What follows belongs to an exercise in optimizing a design on an open flow for small area; a production flow would make more cautious choices.
In this exercise RTL edits were held to simulation tests only and were not proved equivalent to the original.
No activity file was given, so power comes from the tool's default toggle rates.

the reference run:
## draw_pixelgen_px
module draw_pixelgen_px #(
  parameter  int unsigned LANES = 2,
  parameter  int unsigned CW    = 8,
  localparam int unsigned PW    = 4 * CW,
  localparam int unsigned DW    = LANES * PW
) (
  input  logic          CLK,
  input  logic          RST_X,
  input  logic          INIT,
  input  logic          START,
  input  logic [15:0]   REG_COUNT,
  input  logic          REG_PATMODE,
  input  logic [PW-1:0] REG_FCOLOR,
  input  logic          REG_ST_ON,
  input  logic [3:0]    REG_SCOLOR_MASK,
  input  logic [PW-1:0] REG_SCOLOR_L,
  input  logic [PW-1:0] REG_SCOLOR_H,
  input  logic          REG_BLEND_ON,
  input  logic [2:0]    REG_SEL_A,
  input  logic [2:0]    REG_SEL_B,
  input  logic [2:0]    REG_SEL_C,
  input  logic [2:0]    REG_SEL_D,
  input  logic [2:0]    REG_SEL_E,
  input  logic [CW-1:0] REG_SRCCA,
  input  logic [PW-1:0] REG_COEF0,
  input  logic [PW-1:0] REG_COEF1,
  input  logic [DW-1:0] SRC_DATA,
  input  logic [DW-1:0] DST_DATA,
  input  logic          SRC_EMPTY,
  input  logic          DST_EMPTY,
  input  logic          WR_AFULL,
  output logic          SRC_RD,
  output logic          DST_RD,
  output logic          WR_WR,
  output logic [DW-1:0] PIXEL_DATA,
  output logic          BUSY,
  output logic          DONE,
  output logic [1:0]    ERROR
);
Size: ~4600 cells after synthesis, ~190 flip-flops, about 0.041 sq mm of cells after synthesis.
==> flow/config.mk <==
export PLATFORM = sky130hd
export DESIGN_NAME = draw_pixelgen_px
export DESIGN_NICKNAME = draw_pixelgen_px
export VERILOG_FILES = /design/flow/design.v
export SDC_FILE = /design/flow/constraint.sdc
export NUM_CORES = 4
export LEC_CHECK = 0
export CAP_MARGIN = 20
export CELL_PAD_IN_SITES_DETAIL_PLACEMENT = 1
export CELL_PAD_IN_SITES_GLOBAL_PLACEMENT = 2
export CORE_MARGIN = 2
export CORE_UTILIZATION = 45
export GPL_TIMING_DRIVEN = 0
export SLEW_MARGIN = 20
export SYNTH_HIERARCHICAL = 1
==> flow/constraint.sdc <==
create_clock -name core_clock -period 9.0 [get_ports {CLK}]
set_input_delay 1.8000 -clock core_clock [delete_from_list [all_inputs] [get_ports {CLK}]]
set_output_delay 1.8000 -clock core_clock [all_outputs]
set_load 0.01 [all_outputs]
standard.sh (not shown) runs the stock make flow with config.mk's settings and CLKGATE_MAP_FILE= SYNTH_SCRIPT=/design/flow/synth_recipe.tcl, a recipe that flattens the netlist after the stock synthesis.
==> flow/flow/run.sh <==
#!/bin/bash
export BUFFER_PORTS_ARGS="-buffer_cell sky130_fd_sc_hd__buf_1"
bash standard.sh > standard.log 2>&1
Complete run, failing final checks: the reference run, reason setup timing.
Edits applied to the flow inputs when going from the reference run to the trial run:
# the reference run
export LEC_CHECK = 0
export CAP_MARGIN = 20
export CELL_PAD_IN_SITES_DETAIL_PLACEMENT = 1
export CELL_PAD_IN_SITES_GLOBAL_PLACEMENT = 2
export CORE_MARGIN = 2
export CORE_UTILIZATION = 45
export GPL_TIMING_DRIVEN = 0
export SLEW_MARGIN = 20
export SYNTH_HIERARCHICAL = 1
create_clock -name core_clock -period 9.0 [get_ports {CLK}]
# the trial run
export LEC_CHECK = 0
export CAP_MARGIN = 20
export CELL_PAD_IN_SITES_DETAIL_PLACEMENT = 1
export CELL_PAD_IN_SITES_GLOBAL_PLACEMENT = 2
export CORE_MARGIN = 2
export CORE_UTILIZATION = 30
export GPL_TIMING_DRIVEN = 0
export SETUP_SLACK_MARGIN = 0.3
export SLEW_MARGIN = 20
export SYNTH_HIERARCHICAL = 1
create_clock -name core_clock -period 9.0 [get_ports {CLK}]
--- outcome ---
The trial run did not stop at any stage, and its layout met the timing, design-rule and antenna checks. Length of routed met3 wiring: the trial run < the reference run. Looking only at first-iteration DRC count, and setting everything else aside, the lower value of the reference run and the trial run goes to the trial run. Share of final layout cell area taken by clock buffers and inverters across the reference run and the trial run: no real change. Taking the reference run as the reference, in the trial run total power increased 29 uW; final-layout non-clock buffer area share increased 0.46 points. [compare] base=the reference run new=the trial run: switching power as a share of total power shrank by 0.70 points; combinational power held steady. Taking the reference run as the reference, in the trial run clock power now sits higher, number of clock-tree buffers in the layout went down, routed wire length increased 4.1%, count of nets after finishing increased 32.

========
Setup of job 4135:
draw_pixelgen_px, a different RTL version from the one above (not shown whole).
Size in the first run: about 4,600 cells after synthesis, about 190 flip-flops, about 410 I/O pins, about 42,000 um2 of cells after synthesis.
Settings: LEC_CHECK=0, CAP_MARGIN=20, CELL_PAD_IN_SITES_DETAIL_PLACEMENT=1, CELL_PAD_IN_SITES_GLOBAL_PLACEMENT=2, CORE_MARGIN=2, CORE_UTILIZATION=35, SLEW_MARGIN=20, SYNTH_HIERARCHICAL=1; clock period 9.0 ns.
run.sh (not shown) runs the stock make flow with config.mk's settings and CLKGATE_MAP_FILE= SYNTH_SCRIPT=/design/flow/synth_recipe.tcl, a recipe that flattens the netlist after the stock synthesis.
Stock flow here: none of the scripts above is used.
--- input diff job 4135..job 8483 ---
- CORE_UTILIZATION now 60, was 35
==> flow/flow/run.sh (new file) <==
#!/bin/bash
export BUFFER_PORTS_ARGS="-buffer_cell sky130_fd_sc_hd__buf_1"
bash standard.sh > standard.log 2>&1
==> flow/standard.sh (new file) <==
#!/bin/bash
# synth_recipe.tcl (not shown) runs the flow's synth.tcl, then flattens the netlist and writes it again
# the make line also repeats each setting of config.mk as NAME=value (left out here)
make -C /OpenROAD-flow-scripts/flow DESIGN_CONFIG=/design/flow/config.mk WORK_HOME=/design/flow/orfs CLKGATE_MAP_FILE= SYNTH_SCRIPT=/design/flow/synth_recipe.tcl "${@:-finish}"
removed: flow/run.sh
Notes after the runs:
- Status(job 8483) = ERROR, stage = global placement without I/O
- Cmp job 8483 vs job 4135: row count lower in job 8483
- [compare] base=job 4135 new=job 8483: area after synthesis comparable, width of the die decreased 81 um.

========
## build 70
draw_pixelgen_px, a different RTL version from the one above (not shown whole).
Size in the first run: ~200 flip-flops, roughly 410 I/O pins, roughly 0.042 sq mm of cells after synthesis.
## draw_pixelgen_px
module draw_pixelgen_px #(
  parameter  int unsigned LANES = 2,
  parameter  int unsigned CW    = 8,
  localparam int unsigned PW    = 4 * CW,
  localparam int unsigned DW    = LANES * PW
) (
  input  logic          CLK,
  input  logic          RST_X,
  input  logic          INIT,
  input  logic          START,
  input  logic [15:0]   REG_COUNT,
  input  logic          REG_PATMODE,
  input  logic [PW-1:0] REG_FCOLOR,
  input  logic          REG_ST_ON,
  input  logic [3:0]    REG_SCOLOR_MASK,
  input  logic [PW-1:0] REG_SCOLOR_L,
  input  logic [PW-1:0] REG_SCOLOR_H,
  input  logic          REG_BLEND_ON,
  input  logic [2:0]    REG_SEL_A,
  input  logic [2:0]    REG_SEL_B,
  input  logic [2:0]    REG_SEL_C,
  input  logic [2:0]    REG_SEL_D,
  input  logic [2:0]    REG_SEL_E,
  input  logic [CW-1:0] REG_SRCCA,
  input  logic [PW-1:0] REG_COEF0,
  input  logic [PW-1:0] REG_COEF1,
  input  logic [DW-1:0] SRC_DATA,
  input  logic [DW-1:0] DST_DATA,
  input  logic          SRC_EMPTY,
  input  logic          DST_EMPTY,
  input  logic          WR_AFULL,
  output logic          SRC_RD,
  output logic          DST_RD,
  output logic          WR_WR,
  output logic [DW-1:0] PIXEL_DATA,
  output logic          BUSY,
  output logic          DONE,
  output logic [1:0]    ERROR
);
export LEC_CHECK = 0
export CAP_MARGIN = 20
export CELL_PAD_IN_SITES_DETAIL_PLACEMENT = 1
export CELL_PAD_IN_SITES_GLOBAL_PLACEMENT = 2
export CORE_MARGIN = 2
export CORE_UTILIZATION = 38
export GPL_TIMING_DRIVEN = 0
export SETUP_SLACK_MARGIN = 0.15
export SLEW_MARGIN = 20
export SYNTH_HIERARCHICAL = 1
create_clock -name core_clock -period 9.0 [get_ports {CLK}]
standard.sh (not shown) runs the stock make flow with config.mk's settings and CLKGATE_MAP_FILE= SYNTH_SCRIPT=/design/flow/synth_recipe.tcl, a recipe that flattens the netlist after the stock synthesis.
==> flow/flow/run.sh <==
#!/bin/bash
export BUFFER_PORTS_ARGS="-buffer_cell sky130_fd_sc_hd__buf_1"
bash standard.sh > standard.log 2>&1
### build 70 -> build 1
-- flow/config.mk --
<<< build 70, line 12
export CORE_UTILIZATION = 38
>>> build 1, line 12
export CORE_UTILIZATION = 30
==> comparison <==
Relative to build 70, utilization decreased by 8.3 points in build 1. Run comparison: build 1 critical path launch point REG_SRCCA[4]; build 70 critical path launch point REG_SRCCA[1]. Endpoint of the worst setup timing path = pix_q[39]: build 70; endpoint of the worst setup timing path = pix_q[15]: build 1. Side by side, worst setup slack turned out higher in build 1 than in build 70. Total number of placement rows, build 1 and build 70: higher on build 1.
--- input diff build 1..build 18 ---
-- flow/config.mk --
<<< build 1, line 12
export CORE_UTILIZATION = 30
>>> build 18, line 12
export CORE_UTILIZATION = 35
--- outcome ---
Row power per unit of standard cell area: build 18 higher / build 1 lower. From build 1 to build 18 the numbers moved as follows: worst path setup slack after routing down 0.051 ns, total placed cells including tap cells down 269. For the global-route usage, build 18 came in 3.6 points higher than build 1 did.

==> separate check: timing with driven ports <==
No port has a modelled driver above. Below, the same layouts with a new extraction and two added sets of constraints. Step 1 (the two cells are an assumption about what drives the block):
set clk [get_ports {CLK}]
set_driving_cell -lib_cell sky130_fd_sc_hd__clkbuf_16 $clk
set_driving_cell -lib_cell sky130_fd_sc_hd__buf_2 [delete_from_list [all_inputs] $clk]
Step 2 adds t to the input delays and takes it off the output delays; t is the mean of the earliest and latest rising clock arrival at the registers after step 1. Input paths then give back, and output paths get back, about the clock's delay inside the block. a / b / c = ideal ports / drivers / drivers and shift; a / b = the first two.
| run | t (ns) | setup slack, ns | worst register clock-pin slew, ns | pins driven straight from the clock port |
|---|---|---|---|---|
| the reference run | 0.617 | -0.077 / -0.079 / -0.695 | 0.12 / 0.12 | 1 |
| the trial run | 0.653 | 0.261 / 0.231 / -0.422 | 0.13 / 0.13 | 1 |
| job 4135 | 0.643 | 0.356 / 0.403 / -0.240 | 0.12 / 0.12 | 1 |
| build 70 | 0.627 | 0.197 / 0.190 / -0.437 | 0.12 / 0.12 | 1 |
| build 1 | 0.649 | 0.256 / 0.264 / -0.386 | 0.11 / 0.11 | 1 |
| build 18 | 0.647 | 0.205 / 0.190 / -0.457 | 0.10 / 0.10 | 1 |
With both steps, setup timing fails in 5 of these runs, where it was met with ideal ports. The setup slack of the trial run, which loses most, moves by -0.030 ns with the drivers and by -0.683 ns with both steps.
